What follows belongs to an exercise in optimizing a design on an open flow for a short achievable clock period and few clock cycles; a production flow would make more cautious choices. In this exercise RTL edits were held to simulation tests only and were not proved equivalent to the original. No activity file was given, so power comes from the tool's default toggle rates.

==> flow/config.mk <==
export PLATFORM = sky130hd
export DESIGN_NAME = mc_core
export DESIGN_NICKNAME = mc_core
export VERILOG_FILES = /design/flow/design.v
export SDC_FILE = /design/flow/constraint.sdc
export NUM_CORES = 4
export LEC_CHECK = 0
export CAP_MARGIN = 20
export CORE_MARGIN = 2
export CORE_UTILIZATION = 30
export SETUP_SLACK_MARGIN = 3.2
export SLEW_MARGIN = 20
==> flow/constraint.sdc <==
create_clock -name core_clock -period 7.0 [get_ports {clk}]
set_input_delay 1.4000 -clock core_clock [delete_from_list [all_inputs] [get_ports {clk}]]
set_output_delay 1.4000 -clock core_clock [all_outputs]
set_load 0.01 [all_outputs]
==> flow/design.v <==
module mc_core #(
    parameter int              XLEN     = 32,
    parameter int              NREG     = 32,
    parameter logic [XLEN-1:0] RESET_PC = '0
) (
    input  logic            clk,
    input  logic            rst,
    output logic            mem_req,
    output logic            mem_we,
    output logic [XLEN-1:0] mem_addr,
    output logic [XLEN-1:0] mem_wdata,
    input  logic [XLEN-1:0] mem_rdata,
    input  logic            mem_ready,
    output logic            halted,
    output logic [XLEN-1:0] pc_out
    ,
    output logic [31:0]     instret
);
    localparam logic [5:0] OP_RTYPE = 6'h00, OP_J = 6'h02, OP_JAL = 6'h03, OP_BEQ = 6'h04,
                           OP_BNE = 6'h05, OP_ADDI = 6'h08, OP_LW = 6'h23, OP_SW = 6'h2B;
    localparam logic [5:0] FN_JR = 6'h08, FN_ADD = 6'h20, FN_SUB = 6'h22, FN_AND = 6'h24,
                           FN_OR = 6'h25, FN_SLT = 6'h2A;
    logic sFetch, sExec, sMem, sHalt;
    logic [XLEN-1:0] pc;       
    logic [XLEN-1:0] areg;     
    logic [31:0]     ir;
    logic [XLEN-1:0] regA, regB;
    logic [XLEN-1:0] rf [1:31];
    logic dAluR, dAddi, dLw, dSw, dBr, dBne, dJ, dJal, dJr, dHalt, dWr;
    logic dSub, dAnd, dOr, dSlt;
    logic [4:0] dWidx;
    logic [XLEN-1:0] immExt, opB, sum, aluRes, lsAddr, brT, jT, nextFetch, wbData;
    logic            eq, taken, dLs, dNf;
    assign dLs    = dLw | dSw;
    assign dNf    = ~dLs & ~dHalt;
    assign immExt = {{(XLEN-16){ir[15]}}, ir[15:0]};
    assign opB    = dAddi ? immExt : (dSub ? ~regB : regB);
    assign sum    = regA + opB + {{(XLEN-1){1'b0}}, dSub};
    always_comb begin
        if (dAnd)      aluRes = regA & regB;
        else if (dOr)  aluRes = regA | regB;
        else if (dSlt) aluRes = {{(XLEN-1){1'b0}},
                                 (regA[XLEN-1] ^ regB[XLEN-1]) ? regA[XLEN-1] : sum[XLEN-1]};
        else           aluRes = sum;
    end
    assign wbData = dJal ? pc : aluRes;
    assign lsAddr = regA + immExt;
    assign brT    = pc + {immExt[XLEN-3:0], 2'b00};
    assign jT     = {pc[XLEN-1:28], ir[25:0], 2'b00};
    assign eq     = (regA == regB);
    assign taken  = dBr & (eq ^ dBne);
    always_comb begin
        if (dJ)         nextFetch = jT;
        else if (dJr)   nextFetch = regA;
        else if (taken) nextFetch = brT;
        else            nextFetch = pc;
    end
    assign mem_req   = sFetch | sMem | (sExec & ~dHalt);
    assign mem_we    = dSw & (sExec | sMem);
    assign mem_addr  = sExec ? (dLs ? lsAddr : nextFetch) : areg;
    assign mem_wdata = regB;
    assign halted    = sHalt;
    assign pc_out    = pc;
    logic fetchDone, lsDone, retire;
    assign fetchDone = mem_ready & (sFetch | (sExec & dNf));
    assign lsDone    = mem_ready & dLs & (sExec | sMem);
    assign retire    = (sExec & dNf) | lsDone;
    logic            wen, bypEn;
    logic [4:0]      widx;
    logic [XLEN-1:0] wdata;
    assign bypEn = sExec & dWr;
    assign wen   = bypEn | (lsDone & dLw & dWidx != 5'd0);
    assign widx  = dWidx;
    assign wdata = dLw ? mem_rdata : wbData;
    function automatic logic [XLEN-1:0] rdReg(input logic [4:0] idx);
        if (bypEn && idx == dWidx) rdReg = wbData;
        else if (idx == 5'd0)      rdReg = {XLEN{1'b0}};
        else                       rdReg = rf[idx];
    endfunction
    always_ff @(posedge clk or negedge rst) begin
        if (!rst) begin
            for (int i = 1; i < 32; i++) rf[i] <= '0;
        end else if (wen) begin
            rf[widx] <= wdata;
        end
    end
    logic [5:0] nOp, nFn;
    logic nR, nAluR, nJr, nAddi, nLw, nSw, nBeq, nBne, nJ, nJal, nHalt;
    logic [4:0] nWidx;
    assign nOp   = mem_rdata[31:26];
    assign nFn   = mem_rdata[5:0];
    assign nR    = (nOp == OP_RTYPE);
    assign nAluR = nR & (nFn == FN_ADD || nFn == FN_SUB || nFn == FN_AND ||
                         nFn == FN_OR || nFn == FN_SLT);
    assign nJr   = nR & (nFn == FN_JR);
    assign nAddi = (nOp == OP_ADDI);
    assign nLw   = (nOp == OP_LW);
    assign nSw   = (nOp == OP_SW);
    assign nBeq  = (nOp == OP_BEQ);
    assign nBne  = (nOp == OP_BNE);
    assign nJ    = (nOp == OP_J) | (nOp == OP_JAL);
    assign nJal  = (nOp == OP_JAL);
    assign nHalt = ~(nAluR | nJr | nAddi | nLw | nSw | nBeq | nBne | nJ);
    assign nWidx = nR ? mem_rdata[15:11] : (nJal ? 5'd31 : mem_rdata[20:16]);
    always_ff @(posedge clk or negedge rst) begin
        if (!rst) begin
            sFetch <= 1'b0;
            sExec  <= 1'b0;
            sMem   <= 1'b0;
            sHalt  <= 1'b0;
            pc     <= RESET_PC;
            areg   <= RESET_PC;
            ir     <= '0;
            regA   <= '0;
            regB   <= '0;
            dAluR  <= 1'b0;
            dAddi  <= 1'b0;
            dLw    <= 1'b0;
            dSw    <= 1'b0;
            dBr    <= 1'b0;
            dBne   <= 1'b0;
            dJ     <= 1'b0;
            dJal   <= 1'b0;
            dJr    <= 1'b0;
            dHalt  <= 1'b0;
            dWr    <= 1'b0;
            dSub   <= 1'b0;
            dAnd   <= 1'b0;
            dOr    <= 1'b0;
            dSlt   <= 1'b0;
            dWidx  <= '0;
        end else begin
            if (!sFetch && !sExec && !sMem && !sHalt) sFetch <= 1'b1;
            if (fetchDone) begin
                sFetch <= 1'b0;
                sExec  <= 1'b1;
                sMem   <= 1'b0;
                pc     <= (sFetch ? areg : nextFetch) + XLEN'(4);
                ir     <= mem_rdata;
                regA   <= rdReg(mem_rdata[25:21]);
                regB   <= rdReg(mem_rdata[20:16]);
                dAluR  <= nAluR;
                dAddi  <= nAddi;
                dLw    <= nLw;
                dSw    <= nSw;
                dBr    <= nBeq | nBne;
                dBne   <= nBne;
                dJ     <= nJ;
                dJal   <= nJal;
                dJr    <= nJr;
                dHalt  <= nHalt;
                dWr    <= (nAluR | nAddi | nJal) & (nWidx != 5'd0);
                dSub   <= nR & (nFn == FN_SUB || nFn == FN_SLT);
                dAnd   <= nR & (nFn == FN_AND);
                dOr    <= nR & (nFn == FN_OR);
                dSlt   <= nR & (nFn == FN_SLT);
                dWidx  <= nWidx;
            end else if (sExec) begin
                sExec <= 1'b0;
                if (dHalt) begin
                    sHalt <= 1'b1;
                end else if (dLs) begin
                    if (mem_ready) begin
                        sFetch <= 1'b1;
                        areg   <= pc;
                    end else begin
                        sMem <= 1'b1;
                        areg <= lsAddr;
                    end
                end else begin
                    sFetch <= 1'b1;
                    areg   <= nextFetch;
                end
            end else if (sMem && mem_ready) begin
                sMem   <= 1'b0;
                sFetch <= 1'b1;
                areg   <= pc;
            end
        end
    end
    always_ff @(posedge clk or negedge rst) begin
        if (!rst)        instret <= '0;
        else if (retire) instret <= instret + 32'd1;
    end
endmodule
==> flow/run.sh <==
#!/bin/bash
# synth_recipe.tcl (not shown) runs the flow's synth.tcl, then flattens the netlist and writes it again
# the make line also repeats each setting of config.mk as NAME=value (left out here)
make -C /OpenROAD-flow-scripts/flow DESIGN_CONFIG=/design/flow/config.mk WORK_HOME=/design/flow/orfs CLKGATE_MAP_FILE= SYNTH_SCRIPT=/design/flow/synth_recipe.tcl finish
==> results of run 1 <==
-- routing by layer --
| layer | part of all wire (%) | GRT usage, % | vias up |
|---|---|---|---|
| met3 | 16 | 13.6 | 2072 |
| met5 | 0.16 | 0.303 | - |
| met4 | 8.4 | 19.9 | 22 |
| li1 | - | - | 29100 |
| met2 | 40 | 47.0 | 6671 |
| met1 | 36 | 41.0 | 36200 |
-- layout make-up --
| cell class | count | area (um2) | share of cell area, % |
|---|---|---|---|
| tap | 2854 | 3570 | 3.97 |
| clock inverter | 57 | 878 | 0.977 |
| timing repair buffer | 1004 | 11100 | 12.4 |
| clock buffer | 193 | 4020 | 4.47 |
| antenna | 16 | 40.0 | 0.0446 |
| sequential | 1201 | 30100 | 33.5 |
| multi-input combinational | 5596 | 39600 | 44.1 |
| inverter | 115 | 443 | 0.493 |
-- timing repair --
action / 4_1_cts / 5_1_grt
hold buffers: 0 / 0
hold endpoints to repair: 0 / 0
pin swaps: 242 / 466
setup buffers: 370 / 175
gates cloned: 32 / 53
gates resized for setup: 896 / 1250
setup endpoints to repair: 1062 / 1081
-- worst max path at each step --
stage,start,endpoint,slack (ns),cells past startpoint
2_1_floorplan,ir[15]$_DFFE_PN0P_,mem_addr[31],2.51,12
3_3_place_gp,mem_rdata[25],regA[11]$_DFFE_PN0P_,1.13,11
3_5_place_dp,mem_rdata[20],regB[6]$_DFFE_PN0P_,1.30,10
4_1_cts,ir[15]$_DFFE_PN0P_,mem_addr[31],1.53,14
5_1_grt,ir[15]$_DFFE_PN0P_,mem_addr[29],1.39,15
6_report,ir[15]$_DFFE_PN0P_,mem_addr[31],1.46,13
-- cells by family after synthesis --
logic type / after synthesis / share of synthesized area, %
xor gates and xnor gates: 142 / 1.89
AOI/OAI and AO/OA: 2856 / 28.4
DFF: 1201 / 45.8
and+or+nand+nor: 2358 / 15.6
adders and majority gates: 160 / 3.09
buffers and inverters: 765 / 4.40
muxes: 56 / 0.867
-- report_power, final --
part	total [mW]	switching, mW	internal, mW
sequential	9.20	1.32	7.88
clock	7.97	3.39	4.57
combinational	26.7	15.6	11.1
total	43.9	20.3	23.6
-- registers in the layout (all words and copies together), names as in the netlist, 5 cells and up --
signal and flops:
ir 26, instret 32, pc 32, areg 32
regA 32, dWidx 5, regB 32, rf 992
-- stage by stage --
stage / cells / hold slack [ns] / power [mW] / worst slack [ns]
after floorplan: 7538 / 0.447 / 16.7 / 2.51
after global routing: 11000 / 0.484 / 44.8 / 1.39
after global placement: 10100 / 0.465 / 21.9 / 1.13
after CTS: 10800 / 0.481 / 35.0 / 1.53
after detailed placement: 10100 / 0.473 / 22.1 / 1.30
final: 11000 / 0.472 / 43.9 / 1.46
-- worst max-delay path, delay by kind of cell, from the launching register on --
family,cells,cell delay (ns)
AOI/OAI and AO/OA,5,0.89
xor gates and xnor gates,1,0.28
adders and majority gates,1,0.48
buffers and inverters,2,0.36
DFF,1,0.57
and+or+nand+nor,4,0.70
-- layout by cell type, fill, tap and decap left out, types with 49 or more instances in the layout --
cell type	Yosys	layout
sky130_fd_sc_hd__dfrtp_2	0	58
sky130_fd_sc_hd__a222oi_1	68	68
sky130_fd_sc_hd__xnor2_1	88	71
sky130_fd_sc_hd__nand3_1	141	122
sky130_fd_sc_hd__o21ai_1	5	135
sky130_fd_sc_hd__buf_6	0	142
sky130_fd_sc_hd__o21ai_2	0	414
sky130_fd_sc_hd__nand4_1	156	156
sky130_fd_sc_hd__nor2_4	0	79
sky130_fd_sc_hd__dfrtp_1	1201	1140
sky130_fd_sc_hd__buf_4	3	507
sky130_fd_sc_hd__a21oi_1	342	277
sky130_fd_sc_hd__clkbuf_16	0	173
sky130_fd_sc_hd__a221oi_1	280	279
sky130_fd_sc_hd__nand2_1	1272	1224
sky130_fd_sc_hd__a22oi_1	326	325
sky130_fd_sc_hd__nor3_1	100	69
sky130_fd_sc_hd__nor2_1	471	375
sky130_fd_sc_hd__buf_12	0	118
sky130_fd_sc_hd__a22o_1	258	256
sky130_fd_sc_hd__a21oi_2	2	49
sky130_fd_sc_hd__ha_1	156	93
sky130_fd_sc_hd__inv_1	109	80
sky130_fd_sc_hd__a21o_1	61	59
sky130_fd_sc_hd__clkdlybuf4s50_1	0	119
sky130_fd_sc_hd__o21ai_0	1132	571
==> results.env, run 1 <==
CRITICAL_PATH.MAX_STAGE_DELAY_NS=0.57
DRT_DRC_VIOLATIONS_LEFT=0
RUN_STATUS='complete, but fails checks'
CORE-AREA_MM2=0.217
SYNTH_TOP_CELL_BY_AREA='sky130_fd_sc_hd__dfrtp_1'
NUMCLOCKSINKS=1201
FINAL-MAX-SLEW-VIOLATION-COUNT=14
CTS_MADE_BUFFERS=140
ROUTED_VIA_DENSITY=6.71
SYNTH_TOP_CELL_AREA_SHARE_PCT=45.8
CRITICAL_PATH_STARTPOINT_CATEGORY='flop'
SETUP.REG_TO_REG.WORST_SLACK_NS=1.72
POSTSYNTH.ASYNCRESETSHARE_PCT=100
TIMING.REG2REG.WORST_PATH_DEPTH=36
SYNTH.MOST_COMMON_CELL='sky130_fd_sc_hd__nand2_1'
POST_ROUTE_WL_UM=401000
CRITICAL_PATH.MOST_COMMON_CELL='sky130_fd_sc_hd__nand2_1'
SYNTHFLOPTYPE='sky130_fd_sc_hd__dfrtp_1'
FINALCOREUTILIZATION_PCT=41.3
FLOORPLAN.IO_PINS=166
FINALNETCOUNT=8253
CTS_HTREE_LEVELS=4
CTSROOTBUFFERMASTER='sky130_fd_sc_hd__clkbuf_16'
DRV.MAX_CAP_VIOLATION_COUNT=1
NUM_VIAS=74100
LAYOUT_WORST_PATH_CYCLE_SHARE_PCT=79.2
SYNTH_EDF_COUNT=0
CRITICAL_PATH_REQUIRED_NS=5.60
SYNTH.YOSYS.SEQ_AREA_SHARE_PCT=45.8
HPWLAFTERDP_UM=233000
SYN-MEAN-INSTANCE-AREA_UM2=8.71
POST_DETAILED_ROUTE_COUNT_OF_ANTENNA_VIOLATING_NETS=0
WORST_MIN_DELAY_PATH_CLASS='flop to flop'
TIGHTEST_PIN_TRANSITION_NS=2.27
TIMING.FINAL.SETUP_VIOLATIONS=0
HOLD-PATH-ENDPOINT='instret[31]$_DFFE_PN0P_'
SLEW_HEADROOM_PCT=-52.1
POST_SYNTHESIS_NET_COUNT=7733
SETUP_REPAIR_AFTER_GLOBAL_ROUTING_MISSED_ITS_MARGIN='yes'
DETAIL_ROUTE.WL_PER_CELL_UM=36.3
SYN-INSTANCE-COUNT=7538
NUMBER_OF_DETAILED_ROUTING_ITERATIONS_RUN_BEFORE_ANTENNA_REPAIR=13
TRITONCTS='yes'
CLK-INSERTION-DELAY-LATE_NS=0.89
FMAX_MHz=180
SYNTHDISTINCTLIBCELLS=89
DIE_X_UM=472
POST_SYNTH_INSTANCE_AREA_MM2=0.0657
FIRST_PASS_GRT_WIRE_LENGTH_UM=526000
SEQUENCE_OF_CELLS_ON_THE_CRITICAL_PATH='buf_12 > ha_1 > and3_1 > and2_4 > nand2_1 > a21oi_4 > o221ai_2 > o21ai_2 > a31oi_1 > xnor2_1 > nand2_1 > a31oi_2 > buf_2'
GRT_MAX_DEGREE=178
PLACEDINSTANCEAREA_MM2=0.0719
CLK_TRANSITION_REPORTED_PATHS_NS=0.06
DESIGN_AREA_MM2=0.0899
LAYOUT-DRIVE-GT1-SHARE_PCT=28.0
SYNTH.CELLS.MOST_FREQUENT='1272 x sky130_fd_sc_hd__nand2_1, 1201 x sky130_fd_sc_hd__dfrtp_1, 1132 x sky130_fd_sc_hd__o21ai_0'
SYNTH-WARNING-COUNT=2
CP_MAX_FO=8
FIRST_ITER_VIOLATIONS=13400
STATIC-LEAKAGE-POWER_nW=37.7
HOLD_VIOLATIONS=0
CP.ARRIVAL_NS=4.14
START_UTIL_PCT=30.2
SKEW_NS=0.0699
HOLDPATHSTAGES=1
DIE_FOOTPRINT_MM2=0.223
WORSTHOLDSTART='instret[31]$_DFFE_PN0P_'
CHIPHEIGHT_UM=472
GRT_OVERFLOW_TOTAL=0
GRT_UTIL_ALL_LAYERS_PCT=32.9
CTS_BUFFER_DEPTH=3
POST-ROUTE-MIN-PERIOD_NS=5.54
SYNTHTOPCELLSBYAREA='sky130_fd_sc_hd__dfrtp_1 46%, sky130_fd_sc_hd__o21ai_0 8.6%, sky130_fd_sc_hd__nand2_1 7.3%'
MAX-VDD-IR-DROP_V=0.000505
END_KIND='primary output'
CELLPOWERDENSITY_mW_PER_MM2=488
CRIT_PATH_TOP_DELAY_CELL='sky130_fd_sc_hd__dfrtp_4'
PLACE_CONGESTION=0.991
INPUT_OUTPUT_BUFFERS=165
CRIT_TYPE='flop to primary output'
CRITICAL_PATH.REG2REG.STARTPOINT='regA[16]$_DFFE_PN0P_'
FFS_LATCHES_SYNTH=1201
CRITICAL_PATH.REG2REG.ENDPOINT='pc[23]$_DFFE_PN0P_'
GRT_ANTENNA_BEFORE_REPAIR=32
FLOORPLAN_ROW_COUNT=171
VIA_COUNT_OF_THE_FIRST_GLOBAL_ROUTING_PASS=66400
FILLERINSTANCES=20800
AREA_DELTA_SYNTH_FINAL_PCT=36.8
TOTALNEGATIVESETUPSLACK_NS=0
CHECKS_FAILING_AT_LAYOUT_CHECKS='capacitance limit, slew limit'
Testbench counts, summed over its fixed seeds: cycles 69,668.
==> run 2, diff against run 1 <==
--- a/flow/config.mk
+++ b/flow/config.mk
@@ -8,5 +8,4 @@
 export CAP_MARGIN = 20
 export CORE_MARGIN = 2
 export CORE_UTILIZATION = 30
-export SETUP_SLACK_MARGIN = 3.2
 export SLEW_MARGIN = 20
==> run 2 against run 1 <==
Net effect:
- the run now finishes clean
- count of clock-buffer cells in the layout grew 3
- routed wire length shrank 12%
- sequential power is essentially flat
- design area shrank 14%
==> results.env, run 2 <==
RUN_STATUS='complete, no violations'  # was complete, but fails checks
INPUT_OUTPUT_BUFFERS=165  # unchanged
DP_SLACK_NS=1.07  # was 1.30 ns
HPWLAFTERDP_UM=229000  # was 233000 um
SYNTH.CELLS.MOST_FREQUENT='1272 x sky130_fd_sc_hd__nand2_1, 1201 x sky130_fd_sc_hd__dfrtp_1, 1132 x sky130_fd_sc_hd__o21ai_0'  # unchanged
NUMCLOCKSINKS=1201  # unchanged
FMAX_MHz=146  # was 180 MHz
TOTALNEGATIVESETUPSLACK_NS=0  # unchanged
SYNTH.MOST_COMMON_CELL='sky130_fd_sc_hd__nand2_1'  # unchanged
CRIT_TYPE='flop to primary output'  # unchanged
CTS_POST_SETUP_BUFFERS_INSERTED=0  # was 370
PLACE_CONGESTION=0.985  # was 0.991
FFS_LATCHES_SYNTH=1201  # unchanged
CORE-AREA_MM2=0.217  # unchanged
SKEW_NS=0.0741  # was 0.0699 ns
HOLDPATHSTAGES=1  # unchanged
SYNTHDISTINCTLIBCELLS=89  # unchanged
POST-ROUTE-MIN-PERIOD_NS=6.84  # was 5.54 ns
DIE_FOOTPRINT_MM2=0.223  # unchanged
CP_MAX_FO=12  # was 8
SYNTH-WARNING-COUNT=2  # unchanged
CLK-INSERTION-DELAY-LATE_NS=0.87  # was 0.89 ns
CRITICAL_PATH_REQUIRED_NS=5.60  # about the same
CRITICAL_PATH.TOP_DELAY_FAMILY='simple AND/OR/NAND/NOR gates'  # was compound AO/OA/AOI/OAI gates
SYNTHFLOPTYPE='sky130_fd_sc_hd__dfrtp_1'  # unchanged
END_KIND='primary output'  # unchanged
SWSHARE_PCT=45.4  # was 46.2%
FLOORPLAN_ROW_COUNT=171  # unchanged
FINALNETCOUNT=7680  # was 8253
WORST_MIN_DELAY_PATH_CLASS='flop to flop'  # unchanged
GRT_UTIL_ALL_LAYERS_PCT=30.7  # was 32.9%
CRITICAL_PATH_STARTPOINT_CATEGORY='flop'  # unchanged
CP.ARRIVAL_NS=5.44  # was 4.14 ns
LAYOUT-DRIVE-GT1-SHARE_PCT=9.50  # was 28.0%
HOLD_VIOLATIONS=0  # unchanged
FILLERINSTANCES=22100  # was 20800
POWER.COMBINATIONAL.FRACTION_PCT=42.9  # was 60.9%
POST_DETAILED_ROUTE_COUNT_OF_ANTENNA_VIOLATING_NETS=0  # unchanged
SYN-INSTANCE-COUNT=7538  # unchanged
AREA_DELTA_SYNTH_FINAL_PCT=17.3  # was 36.8%
STATIC-LEAKAGE-POWER_nW=32.4  # was 37.7 nW
SYN-MEAN-INSTANCE-AREA_UM2=8.71  # unchanged
SYNTH.YOSYS.SEQ_AREA_SHARE_PCT=45.8  # unchanged
FLOORPLAN.IO_PINS=166  # unchanged
LAYOUT_COMMON_CELLS='1244 x sky130_fd_sc_hd__nand2_1, 1197 x sky130_fd_sc_hd__dfrtp_1, 1128 x sky130_fd_sc_hd__o21ai_0, 405 x sky130_fd_sc_hd__nor2_1, 340 x sky130_fd_sc_hd__a21oi_1'  # was 1224 x sky130_fd_sc_hd__nand2_1, 1140 x sky130_fd_sc_hd__dfrtp_1, 571 x sky130_fd_sc_hd__o21ai_0, 507 x sky130_fd_sc_hd__buf_4, 414 x sky130_fd_sc_hd__o21ai_2
DRT_DRC_VIOLATIONS_LEFT=0  # unchanged
GRT_ANTENNA_BEFORE_REPAIR=22  # was 32
SYNTH_EDF_COUNT=0  # unchanged
CRITICAL_PATH.MAX_STAGE_DELAY_NS=0.61  # was 0.57 ns
CLK_TRANSITION_REPORTED_PATHS_NS=0.06  # about the same
SLEW_HEADROOM_PCT=14.2  # was -52.1%
TIGHTEST_PIN_TRANSITION_NS=1.28  # was 2.27 ns
GRT_OVERFLOW_TOTAL=0  # unchanged
ROUTED_VIA_DENSITY=6.48  # was 6.71
CRIT_PATH_TOP_DELAY_CELL='sky130_fd_sc_hd__clkdlybuf4s50_1'  # was sky130_fd_sc_hd__dfrtp_4
FLIP_FLOP_COUNT_OF_THE_LARGEST_REGISTER_ALL_COPIES_AND_WORDS_ADDED=992  # unchanged
VIA_COUNT_OF_THE_FIRST_GLOBAL_ROUTING_PASS=63100  # was 66400
TIMING.REG2REG.WORST_PATH_DEPTH=13  # was 36
POST_SYNTH_INSTANCE_AREA_MM2=0.0657  # unchanged
DETAIL_ROUTE.WL_PER_CELL_UM=33.6  # was 36.3 um
POST_ROUTE_WL_UM=352000  # was 401000 um
CRITICAL_PATH_BUF_INV_COUNT=3  # was 2
POSTSYNTH.ASYNCRESETSHARE_PCT=100  # unchanged
PWR-SHARE-CLK_PCT=26.8  # was 18.2%
CHIPHEIGHT_UM=472  # unchanged
CTS_HTREE_LEVELS=4  # unchanged
POWER.SEQUENTIAL.FRACTION_PCT=30.3  # was 21.0%
DIE_X_UM=472  # unchanged
MULTIINPUTGATEAREA_MM2=0.0336  # was 0.0396 mm2
GRT_MAX_DEGREE=178  # unchanged
FINALCOREUTILIZATION_PCT=35.4  # was 41.3%
POST_SYNTHESIS_NET_COUNT=7733  # unchanged
START_UTIL_PCT=30.2  # unchanged
CTS_MADE_BUFFERS=144  # was 140
P_INT_mW=16.6  # was 23.6 mW
BIGGEST_REGISTER='rf'  # unchanged
WORSTSETUPPATHDEPTH=13  # unchanged
SYNTH_TOP_CELL_BY_AREA='sky130_fd_sc_hd__dfrtp_1'  # unchanged
SEQUENCE_OF_CELLS_ON_THE_CRITICAL_PATH='inv_1 > ha_1 > nor4_1 > and4_1 > a21o_1 > buf_4 > nand2_2 > a311oi_1 > a21oi_1 > o31ai_1 > nand2_1 > a31oi_1 > clkdlybuf4s50_1'  # was buf_12 > ha_1 > and3_1 > and2_4 > nand2_1 > a21oi_4 > o221ai_2 > o21ai_2 > a31oi_1 > xnor2_1 > nand2_1 > a31oi_2 > buf_2
TIMING.FINAL.SETUP_VIOLATIONS=0  # unchanged
FINALPOWER_mW=30.4  # was 43.9 mW
FINAL-MAX-SLEW-VIOLATION-COUNT=0  # was 14
SYNTH_TOP_CELL_AREA_SHARE_PCT=45.8  # unchanged
MAX-VDD-IR-DROP_V=0.000312  # was 0.000505 V
CTS_BUFFER_DEPTH=3  # unchanged
CTSROOTBUFFERMASTER='sky130_fd_sc_hd__clkbuf_16'  # unchanged
FINAL.SETUP.WORST_SLACK_NS=0.157  # was 1.46 ns
LAYOUT.CELLS.MOST_COMMON='sky130_fd_sc_hd__nand2_1'  # unchanged
NUM_VIAS=67800  # was 74100
FIRST_ITER_VIOLATIONS=12400  # was 13400
POWER.NET_SWITCHING_mW=13.8  # was 20.3 mW
LAYOUT_WORST_PATH_CYCLE_SHARE_PCT=97.8  # was 79.2%
REGISTER_AREA_MM2=0.0301  # about the same
TRITONCTS='yes'  # unchanged
SETUP_REPAIR_AFTER_GLOBAL_ROUTING_MISSED_ITS_MARGIN='no'  # was yes
SYNTHTOPCELLSBYAREA='sky130_fd_sc_hd__dfrtp_1 46%, sky130_fd_sc_hd__o21ai_0 8.6%, sky130_fd_sc_hd__nand2_1 7.3%'  # unchanged
DRV.MAX_CAP_VIOLATION_COUNT=0  # was 1
CELLPOWERDENSITY_mW_PER_MM2=395  # was 488 mW/mm2
NUMBER_OF_DETAILED_ROUTING_ITERATIONS_RUN_BEFORE_ANTENNA_REPAIR=10  # was 13
FIRST_PASS_GRT_WIRE_LENGTH_UM=494000  # was 526000 um
==> run 2: cell types whose count changed in the layout (fill, tap and decap cells not counted), moves of 97 or more <==
cell | before | now
sky130_fd_sc_hd__o21ai_1 | 135 | 6
sky130_fd_sc_hd__buf_6 | 142 | 0
sky130_fd_sc_hd__o21ai_0 | 571 | 1128
sky130_fd_sc_hd__buf_12 | 118 | 21
sky130_fd_sc_hd__o21ai_2 | 414 | 0
sky130_fd_sc_hd__buf_4 | 507 | 259
==> run 2: final timing paths <==
kind	start	end	slack, ns
min in group asynchronous	rst	rf[12][21]$_DFFE_PN0P_	0.59
max reg2reg	regA[22]$_DFFE_PN0P_	pc[29]$_DFFE_PN0P_	1.49
max	regA[22]$_DFFE_PN0P_	mem_addr[27]	0.16
max in group asynchronous	rst	sExec$_DFF_PN0_	4.72
min	instret[31]$_DFFE_PN0P_	instret[31]$_DFFE_PN0P_	0.47
min reg2reg	instret[31]$_DFFE_PN0P_	instret[31]$_DFFE_PN0P_	0.47
==> run 2: what timing repair did <==
item / CTS / global route
hold buffers: 0 / 0
endpoints found under the setup margin: 0 / 4
hold endpoints to repair: 0 / 0
resized for setup: 0 / 6
==> run 2: power groups by stage <==
stage / clock [mW] / combinational, mW / sequential, mW
floorplan: 0 / 7.58 / 8.77
global placement: 0 / 12.4 / 9.20
detailed placement: 0 / 12.5 / 9.25
CTS: 8.18 / 12.6 / 9.14
global route: 8.48 / 13.9 / 9.29
finish: 8.16 / 13.0 / 9.22
==> run 2: kinds of logic (layout without fill, tap and decap cells) <==
logic type | count (synthesis) | in the layout | share of synthesized area (%)
other | 0 | 17 | 0
muxes | 56 | 56 | 0.867
xor gates and xnor gates | 142 | 142 | 1.89
and+or+nand+nor | 2358 | 2358 | 15.6
DFF | 1201 | 1201 | 45.8
AOI/OAI and AO/OA | 2856 | 2856 | 28.4
buffers and inverters | 765 | 825 | 4.40
adders and majority gates | 160 | 160 | 3.09
==> run 2: area by class of cell <==
class                           count  area share [%]
Tap cell                         2854            4.64
Clock inverter                     63            1.26
Inverter                          115           0.564
Clock buffer                      196            5.34
Antenna cell                       17          0.0552
Multi-Input combinational cell   5572            43.7
Sequential cell                  1201            39.0
Timing Repair Buffer              451            5.45
==> run 2: stage by stage <==
step,hold slack (ns),cell area (um2),cells
floorplan,0.447,65700,7538
global placement,0.462,71600,10200
detailed placement,0.468,71700,10200
CTS,0.477,76800,10400
global route,0.500,77000,10500
finish,0.472,77000,10500
==> run 2: worst reg2reg max path, cell delays in order, from the launching register on <==
cell	delay, ns
sky130_fd_sc_hd__dfrtp_1	0.51
sky130_fd_sc_hd__inv_1	0.11
sky130_fd_sc_hd__ha_1	0.29
sky130_fd_sc_hd__nor4_1	0.57
sky130_fd_sc_hd__and4_1	0.56
sky130_fd_sc_hd__nand3_2	0.39
sky130_fd_sc_hd__nand2_2	0.38
sky130_fd_sc_hd__mux2i_1	0.13
sky130_fd_sc_hd__a221o_1	0.42
sky130_fd_sc_hd__o31ai_2	0.38
sky130_fd_sc_hd__nand3_1	0.24
sky130_fd_sc_hd__nand4b_1	0.64
sky130_fd_sc_hd__or4_1	0.61
sky130_fd_sc_hd__a31oi_1	0.19
==> run 2: routing by layer <==
layer	wire length [um]	track usage, %
met1	132000	39.0
met4	23300	17.1
met5	142	0
met2	145000	44.0
met3	51700	12.4

==> what the ideal ports hide <==
How much do the figures lean on ideal ports? The routed layouts below were timed once more, with nothing changed but the port constraints.
Step 1 sets driving cells, clkbuf_16 on the clock port and buf_2 on the other inputs (assumed; they add their load-dependent delay and slew).
Step 2, shift: input delay + t, output delay - t, t = (earliest + latest rising clock arrival at the registers) / 2. This alone moves slack from input paths to output paths.
a / b / c = no drivers / after step 1 / after step 2; a / b = the first two.
run | shift t [ns] | slack for setup (ns) | clock arrival spread, ns | worst register clock-pin slew, ns
run 1 | 0.941 | 1.458 / 1.368 / 1.369 | 0.073 / 0.073 | 0.08 / 0.08
run 2 | 0.925 | 0.157 / 0.066 / 0.755 | 0.074 / 0.074 | 0.07 / 0.07
The setup slack of run 1, which loses most, moves by -0.090 ns with the drivers and by -0.089 ns with both steps.
